This is an optimization exercise on Yosys and OpenROAD, whose aim is small area, a short achievable clock period and few clock cycles per item, not a production implementation. RTL that was checked went through simulation tests only; none was proved equivalent to the original. Power is estimated from default activity; no workload was simulated.

## the previous run
## gc_trigger_policy_unit
module gc_trigger_policy_unit
#(
  parameter int TOTAL_WIDTH   = gtp_pkg::TOTAL_WIDTH_DEF,
  parameter int COUNTER_WIDTH = gtp_pkg::COUNTER_WIDTH_DEF,
  parameter int PEAK_CAP      = gtp_pkg::PEAK_CAP_DEF
) (
  input  logic                  clk,
  input  logic                  rst_n,
  input  logic                  cfg_we,
  input  logic [gtp_pkg::SPP_W-1:0]      cfg_wdata,
  input  logic                  in_valid,
  output logic                  in_ready,
  input  logic [gtp_pkg::CMD_W-1:0]      in_cmd,
  input  logic [gtp_pkg::TOTAL_IN_W-1:0] in_allocated_total,
  input  logic [gtp_pkg::SLOT_W-1:0]     in_swept_slots,
  input  logic [gtp_pkg::PAGE_W-1:0]     in_empty_pages,
  input  logic [gtp_pkg::SLOT_W-1:0]     in_final_slots,
  input  logic [gtp_pkg::OBJ_W-1:0]      in_old_objects,
  input  logic [gtp_pkg::OBJ_W-1:0]      in_old_limit,
  input  logic [gtp_pkg::OBJ_W-1:0]      in_shady_objects,
  input  logic [gtp_pkg::OBJ_W-1:0]      in_shady_limit,
  input  logic                  in_became_major,
  output logic                  out_valid,
  input  logic                  out_ready,
  output logic [gtp_pkg::ACT_W-1:0]      out_action,
  output logic                  out_enabled,
  output logic [gtp_pkg::CNT_OUT_W-1:0]  out_major_tally,
  output logic [gtp_pkg::CNT_OUT_W-1:0]  out_minor_tally,
  output logic [gtp_pkg::CNT_OUT_W-1:0]  out_sweep_tally,
  output logic [gtp_pkg::CNT_OUT_W-1:0]  out_total_count
);
Size: ~6600 cells after synthesis, about 420 I/O pins, roughly 64000 um^2 of cells after synthesis.
Settings: LEC_CHECK=0, CAP_MARGIN=20, CORE_MARGIN=2, CORE_UTILIZATION=40, CTS_BUF_LIST=sky130_fd_sc_hd__clkbuf_16, CTS_CLUSTER_DIAMETER=80, CTS_CLUSTER_SIZE=30, SLEW_MARGIN=20; clock period 10.0 ns.
standard.sh (not shown) runs the stock make flow with config.mk's settings and CLKGATE_MAP_FILE= SYNTH_SCRIPT=/design/flow/synth_recipe.tcl, a recipe that flattens the netlist after the stock synthesis.
==> flow/flow/run.sh <==
#!/bin/bash
# The standard layout (the standard flow's synthesis, clock and constraints), with two
# changes to how it is built: the port buffers are the small, fast buf_1
# (every port still gets one), and timing repair aims 6.5 ns below the clock
# period instead of at it.
set -euo pipefail
bash standard.sh SETUP_SLACK_MARGIN=6.5 "BUFFER_PORTS_ARGS=-buffer_cell sky130_fd_sc_hd__buf_1" finish > standard.log 2>&1
Testbench counts of the previous run, summed over its fixed seeds: cycles 9,648, items 9,600.
The following lists how the current run was set up differently from the previous run:
diff --git a/flow/design.v b/flow/design.v
--- a/flow/design.v
+++ b/flow/design.v
@@ -55,17 +55,17 @@
   input  logic                  out_ready,
   output logic [gtp_pkg::ACT_W-1:0]      out_action,
   output logic                  out_enabled,
   output logic [gtp_pkg::CNT_OUT_W-1:0]  out_major_tally,
   output logic [gtp_pkg::CNT_OUT_W-1:0]  out_minor_tally,
   output logic [gtp_pkg::CNT_OUT_W-1:0]  out_sweep_tally,
   output logic [gtp_pkg::CNT_OUT_W-1:0]  out_total_count
 );
-  localparam int QD = 7;      
+  localparam int QD = 6;      
   logic       in_ready_r;
   logic [2:0] cnt_r;           
   logic       acc, load, pop;
   logic       out_valid_r;
   logic       q_ne;
   assign acc  = in_valid & in_ready_r;
   assign load = out_ready | ~out_valid_r;    
   assign pop  = load & q_ne;
==> comparison <==
The current run reports its capturing element of the worst setup path as mean_r[47] while the previous run reports mean_r[43].
The current run vs. the previous run: share of the clock period used by the worst path neither gained nor lost much, deepest clock path buffer count barely changed, first-pass GRT wire length +1.1%, maximum single-stage delay on the critical path increased 0.04 ns.
The current run against the previous run: initial cell density of the core increased 0.18 points; sequential fraction of total cell area decreased 0.33 points.
No functional check of the RTL was part of the current run.

--- another note on this design; it stands on its own ---

## gc_trigger_policy_unit
module gc_trigger_policy_unit
#(
  parameter int TOTAL_WIDTH   = gtp_pkg::TOTAL_WIDTH_DEF,
  parameter int COUNTER_WIDTH = gtp_pkg::COUNTER_WIDTH_DEF,
  parameter int PEAK_CAP      = gtp_pkg::PEAK_CAP_DEF
) (
  input  logic                  clk,
  input  logic                  rst_n,
  input  logic                  cfg_we,
  input  logic [gtp_pkg::SPP_W-1:0]      cfg_wdata,
  input  logic                  in_valid,
  output logic                  in_ready,
  input  logic [gtp_pkg::CMD_W-1:0]      in_cmd,
  input  logic [gtp_pkg::TOTAL_IN_W-1:0] in_allocated_total,
  input  logic [gtp_pkg::SLOT_W-1:0]     in_swept_slots,
  input  logic [gtp_pkg::PAGE_W-1:0]     in_empty_pages,
  input  logic [gtp_pkg::SLOT_W-1:0]     in_final_slots,
  input  logic [gtp_pkg::OBJ_W-1:0]      in_old_objects,
  input  logic [gtp_pkg::OBJ_W-1:0]      in_old_limit,
  input  logic [gtp_pkg::OBJ_W-1:0]      in_shady_objects,
  input  logic [gtp_pkg::OBJ_W-1:0]      in_shady_limit,
  input  logic                  in_became_major,
  output logic                  out_valid,
  input  logic                  out_ready,
  output logic [gtp_pkg::ACT_W-1:0]      out_action,
  output logic                  out_enabled,
  output logic [gtp_pkg::CNT_OUT_W-1:0]  out_major_tally,
  output logic [gtp_pkg::CNT_OUT_W-1:0]  out_minor_tally,
  output logic [gtp_pkg::CNT_OUT_W-1:0]  out_sweep_tally,
  output logic [gtp_pkg::CNT_OUT_W-1:0]  out_total_count
);
Size: ~6500 cells after synthesis, roughly 420 I/O pins, ~64000 µm² of cells after synthesis.
export LEC_CHECK = 0
export CAP_MARGIN = 20
export CORE_MARGIN = 2
export CORE_UTILIZATION = 40
export SLEW_MARGIN = 20
create_clock -name core_clock -period 10.0 [get_ports {clk}]
standard.sh (not shown) runs the stock make flow with config.mk's settings and CLKGATE_MAP_FILE= SYNTH_SCRIPT=/design/flow/synth_recipe.tcl, a recipe that flattens the netlist after the stock synthesis.
==> flow/flow/run.sh <==
#!/bin/bash
# The standard layout (the standard flow's synthesis, clock and constraints), with two
# changes to how it is built: the port buffers are the small, fast buf_1
# (every port still gets one), and timing repair aims 6.5 ns below the clock
# period instead of at it.
set -euo pipefail
bash standard.sh SETUP_SLACK_MARGIN=6.5 "BUFFER_PORTS_ARGS=-buffer_cell sky130_fd_sc_hd__buf_1" finish > standard.log 2>&1
The starting point completed with no timing, DRC or antenna violations.
Testbench counts at the start, summed over its fixed seeds: cycles 9,648, items 9,600.
Rerun with:
==> flow/flow/run.sh (replaced) <==
#!/bin/bash
# The standard layout, with timing repair aimed 7 ns below the clock period
# (a 3 ns target) instead of at the period itself. Clock, constraints and
# synthesis are the standard flow's own.
set -euo pipefail
bash standard.sh SETUP_SLACK_MARGIN=7 finish > standard.log 2>&1
Outcome: Die area stays the same. Clock-buffer cell count decreases by 8. Routed wire length increases by 9.6%. Final cell count rose by 4.1%. Hold slack improved by 18 ps.
Rerun with:
==> flow/flow/run.sh (replaced) <==
#!/bin/bash
# The standard layout (the standard flow's synthesis, clock and constraints), with two
# changes to how it is built: the port buffers are the small, fast buf_1
# (every port still gets one), and timing repair aims 6.5 ns below the clock
# period instead of at it.
set -euo pipefail
bash standard.sh SETUP_SLACK_MARGIN=6.5 "BUFFER_PORTS_ARGS=-buffer_cell sky130_fd_sc_hd__buf_1" finish > standard.log 2>&1
Settings changed: CORE_UTILIZATION 40 to 60, PLACE_DENSITY set to 0.72.
The changed run produced a clean layout.
Sequential share of layout area came out higher by 3.4 points.
Clock skew is about the same.
Cell area came out lower by about 12%.
Worst setup slack got worse by 76 ps.
Maximum frequency came out lower by about 2%.
Core utilization came out higher by 17 points.
Via count came out lower by about 2%.
Area after synthesis is unchanged.
Clock-buffer cell count came out lower by 8.
Total power came out lower by about 9%.

-- separate check: timing with driven ports --
In the flow no input, the clock included, has a driving cell. The finished layouts below were timed again as built, in two steps. Step 1 assumes that a clkbuf_16 drives the clock port and a buf_2 every other input. Step 2 moves the port delays by t, midway between the first and last clock arrival at a register: inputs arrive t later, outputs are due t later. That takes back most of the time a late clock gives input paths. Slacks: ideal ports / drivers / drivers and shift; pairs: ideal ports / drivers.
run	shift t [ns]	setup WS [ns]	slew at the worst register clock pin (ns)	worst data-port slew with drivers (ns)	cell pins on the clock port's net
the previous run	0.793	6.454 / 6.454 / 5.960	0.11 / 0.11	0.09	1
the current run	0.784	6.439 / 6.428 / 5.912	0.11 / 0.11	0.10	1
the first run of note 2	0.827	6.213 / 6.213 / 6.043	0.07 / 0.07	0.10	1
the second run of note 2	0.840	6.206 / 6.206 / 6.206	0.07 / 0.07	0.13	1
the third run of note 2	0.782	6.130 / 6.130 / 5.949	0.07 / 0.07	0.08	1
After both steps every run listed still meets setup and hold. For the current run, which loses most, drivers alone change the setup slack by -0.011 ns; drivers and shift together by -0.527 ns.
